This is an optimization exercise on Yosys and OpenROAD, whose aim is small area, a short achievable clock period and few clock cycles per item, not a production implementation.
The RTL was checked by simulation tests, not by an equivalence proof against the original design.

==> flow/design.v <==
`timescale 1ns/1ps
module huff_top (
    input  logic       clk,
    input  logic       rst_n,
    input  logic       in_valid,
    input  logic       out_mode,
    input  logic [2:0] in_weight,
    output logic       out_valid,
    output logic       out_code
);
    localparam logic [1:0] S_IDLE  = 2'd0;
    localparam logic [1:0] S_LOAD  = 2'd1;
    localparam logic [1:0] S_MERGE = 2'd2;
    localparam logic [1:0] S_EMIT  = 2'd3;
    logic [1:0]  state;
    logic [2:0]  cnt;
    logic        mode;
    logic [2:0]  win;
    logic [39:0] w;         
    logic [14:0] ptr;       
    logic [34:0] code;      
    logic [2:0]  cur;
    logic        rd;
    logic        load;
    logic        merge;
    logic        last_merge;
    logic [4:0]  sum;
    logic [4:0]  nval;
    logic [9:0]  lt;        
    logic [9:0]  wx [0:9];
    logic [7:0]  ins;       
    logic [2:0]  pos;
    logic [7:0]  live;
    logic [7:0]  bnd;
    logic [39:0] w_next;
    logic [14:0] ptr_next;
    logic [34:0] code_next;
    logic [4:0]  arrive;
    assign load       = (state == S_LOAD);
    assign merge      = (state == S_MERGE);
    assign last_merge = merge && (cnt == 3'd5);
    assign sum        = w[4:0] + w[9:5];
    assign nval       = load ? {2'b00, win} : sum;
    always_comb
    begin
        for (int k = 0; k < 8; k++)
        begin
            live[k] = (k + 32'(cnt)) >= 8;
            bnd[k]  = (k + 32'(cnt)) == 7;
        end
        for (int k = 0; k < 10; k++)
            lt[k] = 1'b0;
        for (int k = 0; k < 8; k++)
        begin
            if (load)
                lt[k] = live[k] && (w[5*k +: 5] < nval);
            else if (k >= 2)
                lt[k] = (w[5*k +: 5] < nval);
        end
        ins = '0;
        for (int k = 0; k < 8; k++)
        begin
            if (load)
                ins[k] = !lt[k+1] && (lt[k] || bnd[k]);
            else
                ins[k] = !lt[k+2] && (lt[k+1] || (k == 0));
        end
        pos = '0;
        for (int k = 0; k < 8; k++)
            if (ins[k])
                pos = pos | 3'(k);
        for (int k = 0; k < 8; k++)
        begin
            w_next[5*k +: 5] = w[5*k +: 5];
            if (load)
            begin
                if (lt[k+1])
                    w_next[5*k +: 5] = w[5*k+5 +: 5];
                else if (ins[k])
                    w_next[5*k +: 5] = nval;
            end
            else if (merge)
            begin
                if (lt[k+2])
                    w_next[5*k +: 5] = (k + 2 < 8) ? w[(5*k+10) % 40 +: 5] : 5'h1f;
                else if (ins[k])
                    w_next[5*k +: 5] = nval;
                else
                    w_next[5*k +: 5] = (k + 1 < 8) ? w[(5*k+5) % 40 +: 5] : 5'h1f;
            end
        end
    end
    always_comb
    begin
        arrive[0] = (cnt == 3'd4);
        arrive[1] = mode ? (cnt == 3'd2) : (cnt == 3'd5);
        arrive[2] = mode ? (cnt == 3'd5) : (cnt == 3'd6);
        arrive[3] = mode ? (cnt == 3'd0) : (cnt == 3'd7);
        arrive[4] = mode ? (cnt == 3'd1) : (cnt == 3'd3);
    end
    always_comb
    begin
        for (int i = 0; i < 5; i++)
        begin
            ptr_next[3*i +: 3]  = ptr[3*i +: 3];
            code_next[7*i +: 7] = code[7*i +: 7];
            if (load)
            begin
                if (arrive[i])
                    ptr_next[3*i +: 3] = pos;
                else
                    ptr_next[3*i +: 3] = ptr[3*i +: 3] - 3'(lt[ptr[3*i +: 3]]);
                if (cnt == 3'd0)
                    code_next[7*i +: 7] = 7'd1;
            end
            else if (merge)
            begin
                if (ptr[3*i+1 +: 2] == 2'd0)
                begin
                    ptr_next[3*i +: 3]  = pos;
                    code_next[7*i +: 7] = {code[7*i +: 6], !ptr[3*i]};
                end
                else
                    ptr_next[3*i +: 3] = ptr[3*i +: 3] - 3'd1 - 3'(lt[ptr[3*i +: 3]]);
            end
            else if ((state == S_EMIT) && rd && (cur == 3'(i)))
                code_next[7*i +: 7] = {1'b0, code[7*i+1 +: 6]};
        end
    end
    logic [2:0] cur_ptr;
    logic [6:0] cur_code;
    logic       sym_end;
    logic       emit_bit;
    always_comb
    begin
        cur_ptr  = ptr[2:0];
        cur_code = code[6:0];
        for (int i = 1; i < 5; i++)
            if (cur == 3'(i))
            begin
                cur_ptr  = ptr[3*i +: 3];
                cur_code = code[7*i +: 7];
            end
        if (rd)
        begin
            emit_bit = cur_code[0];
            sym_end  = (cur_code[6:2] == 5'd0);
        end
        else
        begin
            emit_bit = !cur_ptr[0];
            sym_end  = (cur_code[6:1] == 6'd0);
        end
    end
    always_ff @(posedge clk or negedge rst_n)
    begin
        if (!rst_n)
        begin
            state     <= S_IDLE;
            out_valid <= 1'b0;
        end
        else
        begin
            out_valid <= last_merge || (state == S_EMIT);
            case (state)
                S_IDLE:  if (in_valid) state <= S_LOAD;
                S_LOAD:  if (cnt == 3'd7) state <= S_MERGE;
                S_MERGE: if (cnt == 3'd5) state <= S_EMIT;
                default: if (sym_end && (cur == 3'd4)) state <= S_IDLE;
            endcase
        end
    end
    always_ff @(posedge clk)
    begin
        win  <= in_weight;
        w    <= w_next;
        ptr  <= ptr_next;
        code <= code_next;
        if (state == S_IDLE)
        begin
            mode <= out_mode;
            cnt  <= 3'd0;
        end
        else
            cnt <= cnt + 3'd1;
        if (last_merge)
        begin
            out_code <= !ptr_next[0];
            if (code_next[6:0] == 7'd1)
            begin
                cur <= 3'd1;
                rd  <= 1'b0;
            end
            else
            begin
                cur <= 3'd0;
                rd  <= 1'b1;
            end
        end
        else if (state == S_EMIT)
        begin
            out_code <= emit_bit;
            if (sym_end)
            begin
                cur <= cur + 3'd1;
                rd  <= 1'b0;
            end
            else
                rd <= 1'b1;
        end
    end
endmodule
==> flow/run.sh <==
#!/bin/bash
# synth_recipe.tcl (not shown) runs the flow's synth.tcl, then flattens the netlist and writes it again
# the make line also repeats each setting of config.mk as NAME=value (left out here)
make -C /OpenROAD-flow-scripts/flow DESIGN_CONFIG=/design/flow/config.mk WORK_HOME=/design/flow/orfs CLKGATE_MAP_FILE= SYNTH_SCRIPT=/design/flow/synth_recipe.tcl finish
==> flow/config.mk <==
export PLATFORM = sky130hd
export DESIGN_NAME = huff_top
export DESIGN_NICKNAME = huff_top
export VERILOG_FILES = /design/flow/design.v
export SDC_FILE = /design/flow/constraint.sdc
export NUM_CORES = 4
export LEC_CHECK = 0
export CAP_MARGIN = 20
export CORE_MARGIN = 2
export CORE_UTILIZATION = 40
export SLEW_MARGIN = 20
==> flow/constraint.sdc <==
create_clock -name core_clock -period 10.0 [get_ports {clk}]
set_input_delay 2.0000 -clock core_clock [delete_from_list [all_inputs] [get_ports {clk}]]
set_output_delay 2.0000 -clock core_clock [all_outputs]
set_load 0.01 [all_outputs]
==> run notes <==
==> registers in the layout, summed over array words and instances, names as in the netlist, named ones only <==
signal,count
cur,3
state,2
ptr,14
mode,1
code,35
rd,1
cnt,3
w,39
win,3
out_valid,1
out_code,1
==> area by class of cell <==
cell class,count,area [µm²],area share (%)
Clock buffer,9,225,2.47
Clock inverter,7,63.8,0.700
Multi-Input combinational cell,697,5160,56.6
Inverter,51,191,2.10
Timing Repair Buffer,18,148,1.62
Tap cell,275,344,3.78
Sequential cell,104,2980,32.7
==> cell families after synthesis <==
group / count (synthesis) / share of synthesized area (%)
multiplexers: 67 / 9.04
adder cells (fa/ha/maj): 79 / 11.7
AO/OA/AOI/OAI: 284 / 24.1
flip-flops: 104 / 34.9
XOR/XNOR: 11 / 1.13
AND/OR/NAND/NOR: 256 / 14.4
buffers and inverters: 102 / 4.70
==> layer usage <==
metal | vias to the layer above | share of wire [%]
li1 | 3428 | -
met1 | 3558 | 47
met2 | 307 | 45
met3 | 26 | 7.2
met4 | 0 | 1.2
met5 | - | 0
==> critical path, stage by stage, from the launching register on <==
cell and delay (ns):
dfrtp_1 0.43, inv_1 0.15, ha_4 0.50, inv_2 0.32
buf_4 0.36, a21boi_0 0.69, inv_1 0.45, ha_1 0.42
a21oi_1 0.14, o21ai_1 0.16, nor2_1 0.60, nand2_1 0.39
mux4_2 0.55, a21oi_1 0.17, ha_1 0.28, o21a_1 0.21
a31oi_1 0.21, o21ai_0 0.13, o22ai_1 0.18
==> worst max path at each step <==
| stage | startpoint | to | slack (ns) | cells after the start |
|---|---|---|---|---|
| after floorplan | state[1] | flop | 4.95 | 20 |
| after global placement | state[1] | flop | 3.98 | 18 |
| after detailed placement | state[1] | flop | 3.66 | 18 |
| after CTS | state[1] | out_code | 3.63 | 18 |
| after global routing | state[1] | out_code | 3.00 | 18 |
| final | state[1] | out_code | 3.51 | 18 |
==> cell usage in the layout, fill, tap and decap left out, drive strengths merged, types with 11 or more instances in the layout <==
cell type,netlist,routed
a21oi,55,55
a22o,11,11
clkbuf,34,12
o21ai,45,45
nand3,22,22
a21o,17,17
mux2i,51,51
a211oi,14,14
edfxtp,88,88
ha,78,78
o31ai,14,14
nand2,69,69
nor2,73,73
a31oi,16,16
and2,16,16
inv,50,53
nand4,17,17
dfxtp,13,13
==> through the flow <==
step	util [%]	area [µm²]	cells
after CTS	43.4	9090	1158
after global placement	42.0	8800	1141
after global routing	43.5	9110	1161
after detailed placement	42.0	8810	1142
final	43.5	9110	1161
after floorplan	-	8520	903
==> flow_summary.toml <==
[final_layout]
fill_cells = 2074
drive_above_1_share_pct = 7.34
area_delta_synth_final_pct = 6.88
n_antenna_cell = 0
layout.nets = 967

[yosys]
syn_area_um2 = 8520
synth_common_cells = "edfxtp_1 (88), ha_1 (78), nor2_1 (73), nand2_1 (69), a21oi_1 (55)"
syn_inst = 903
ys.flop_type = "edfxtp_1"
ys_seq_area_share_pct = 34.9
synth.net_count = 989
yosys_warnings = 2
synth_area_leaders = "edfxtp_1 (31%), ha_1 (11%), mux2i_1 (5.9%), a21oi_1 (3.2%), nor2_1 (3.2%)"
synth_most_common_cell = "edfxtp_1"
ys_ff_latch = 104
synthDominantCellAreaShare_pct = 31.0
post_synth_num_cell_types = 79
synth_edf_count = 88
synth_area_leader_cell = "edfxtp_1"
synth_area_per_cell_um2 = 9.44
async_reset_ff_share_pct = 2.88

[cts]
clkSlewWorstSetupHoldPaths_ns = 0.08
holdBufCountCts = 0
cts_buffer_depth = 2
cts_max_level = 3
numCtsBuffers = 9
cts_tree = "done"
cts_setup_buffers = 0
root_buffer = "clkbuf_16"
cts_sinks = 104
clkLatencyLatePin_ns = 0.36
cts_resized = 0

[worst_setup_path]
cp_max_fo = 45
path_class = "reg2reg"
end_kind = "flop"
cp.arrival_ns = 6.71
r2r_slack_ns = 3.51
r2r_start = "state[1]"
start_kind = "flop"
crit_required_ns = 10.22
reg2reg_to = "out_code"
reg2regPathDepth = 18

[run_status]
status = "timing/DRC/antenna clean"

[global_route]
antenna_found_initial = 0
grt_max_degree = 70
grt_first_pass_wirelength_um = 39100
use_met3_pct = 3.93
track_usage_pct = 22.4
met1_usage_pct = 33.3
overflow = 0
grt_pass1_vias = 6846
grt.met2_usage_pct = 33.6
grt.busiest_layer = "met2"

[floorplan]
core_area_um2 = 21000
num_rows = 53
die_y_um = 150
die-area_um2 = 22500
die_w_um = 150
ios = 9
start_util_pct = 40.7

[hold_path]
hp-start = "code[4]"
min_path_cells = 2
min_to = "code[4]"
holdCritPathClass = "reg2reg"

[sta]
fin_crit_ns = 6.49
post-route-period-util_pct = 64.9
fin_ws_ns = 3.51
setup_viol = 0
rsz0062_at_grt = "false"
clock_skew_ns = 0.0107
fmax_mhz = 154
max_slew.worst_pin.slew_ns = 1.12
finalMaxSlewViolations = 0
timing.hold.ws_ns = 0.537
hold_violations = 0
slew_headroom_pct = 25.0
setup-tns-final_ns = 0

[drt]
drt_iter0_drc = 690
ant_nets = 0
dr.pass1.iters = 5
wl_um = 24700
post_drt_wl_per_cell_um = 21.3
vias = 7319
remaining_drc_errors = 0
viasPerCell = 6.30

[flow_run]
maxCapViolCount = 0

[place]
place_ws_ns = 3.66
gp_congestion = 0.865
detailed_place_hpwl_um = 17700
port_buffers = 8
Testbench counts, summed over its fixed seeds: cycles 16,611, jobs 512.

-- port drivers added, routing unchanged --
The results above use ideal ports. As a check the final layout listed here was re-extracted and re-timed, cells and wires unchanged.
Step 1 (the two cells are an assumption about what drives the block):
set clk [get_ports {clk}]
set_driving_cell -lib_cell sky130_fd_sc_hd__clkbuf_16 $clk
set_driving_cell -lib_cell sky130_fd_sc_hd__buf_2 [delete_from_list [all_inputs] $clk]
Step 2 times the ports against the registers' clock, not the clock port: input delays grow and output delays shrink by t, the midpoint of the rising clock arrivals with the driver on.
Three values: ideal ports, drivers, drivers and shift; two values: the first two.
shift t [ns]: 0.406
setup WS [ns]: 3.505 / 3.505 / 3.505
hold slack, ns: 0.537 / 0.537 / 0.537
worst setup path at the end: register to register
cell pins on the clock port's net: 1
After both steps this run still meets setup and hold. The setup slack of this run moves by 0.000 ns with the drivers and by 0.000 ns with both steps.
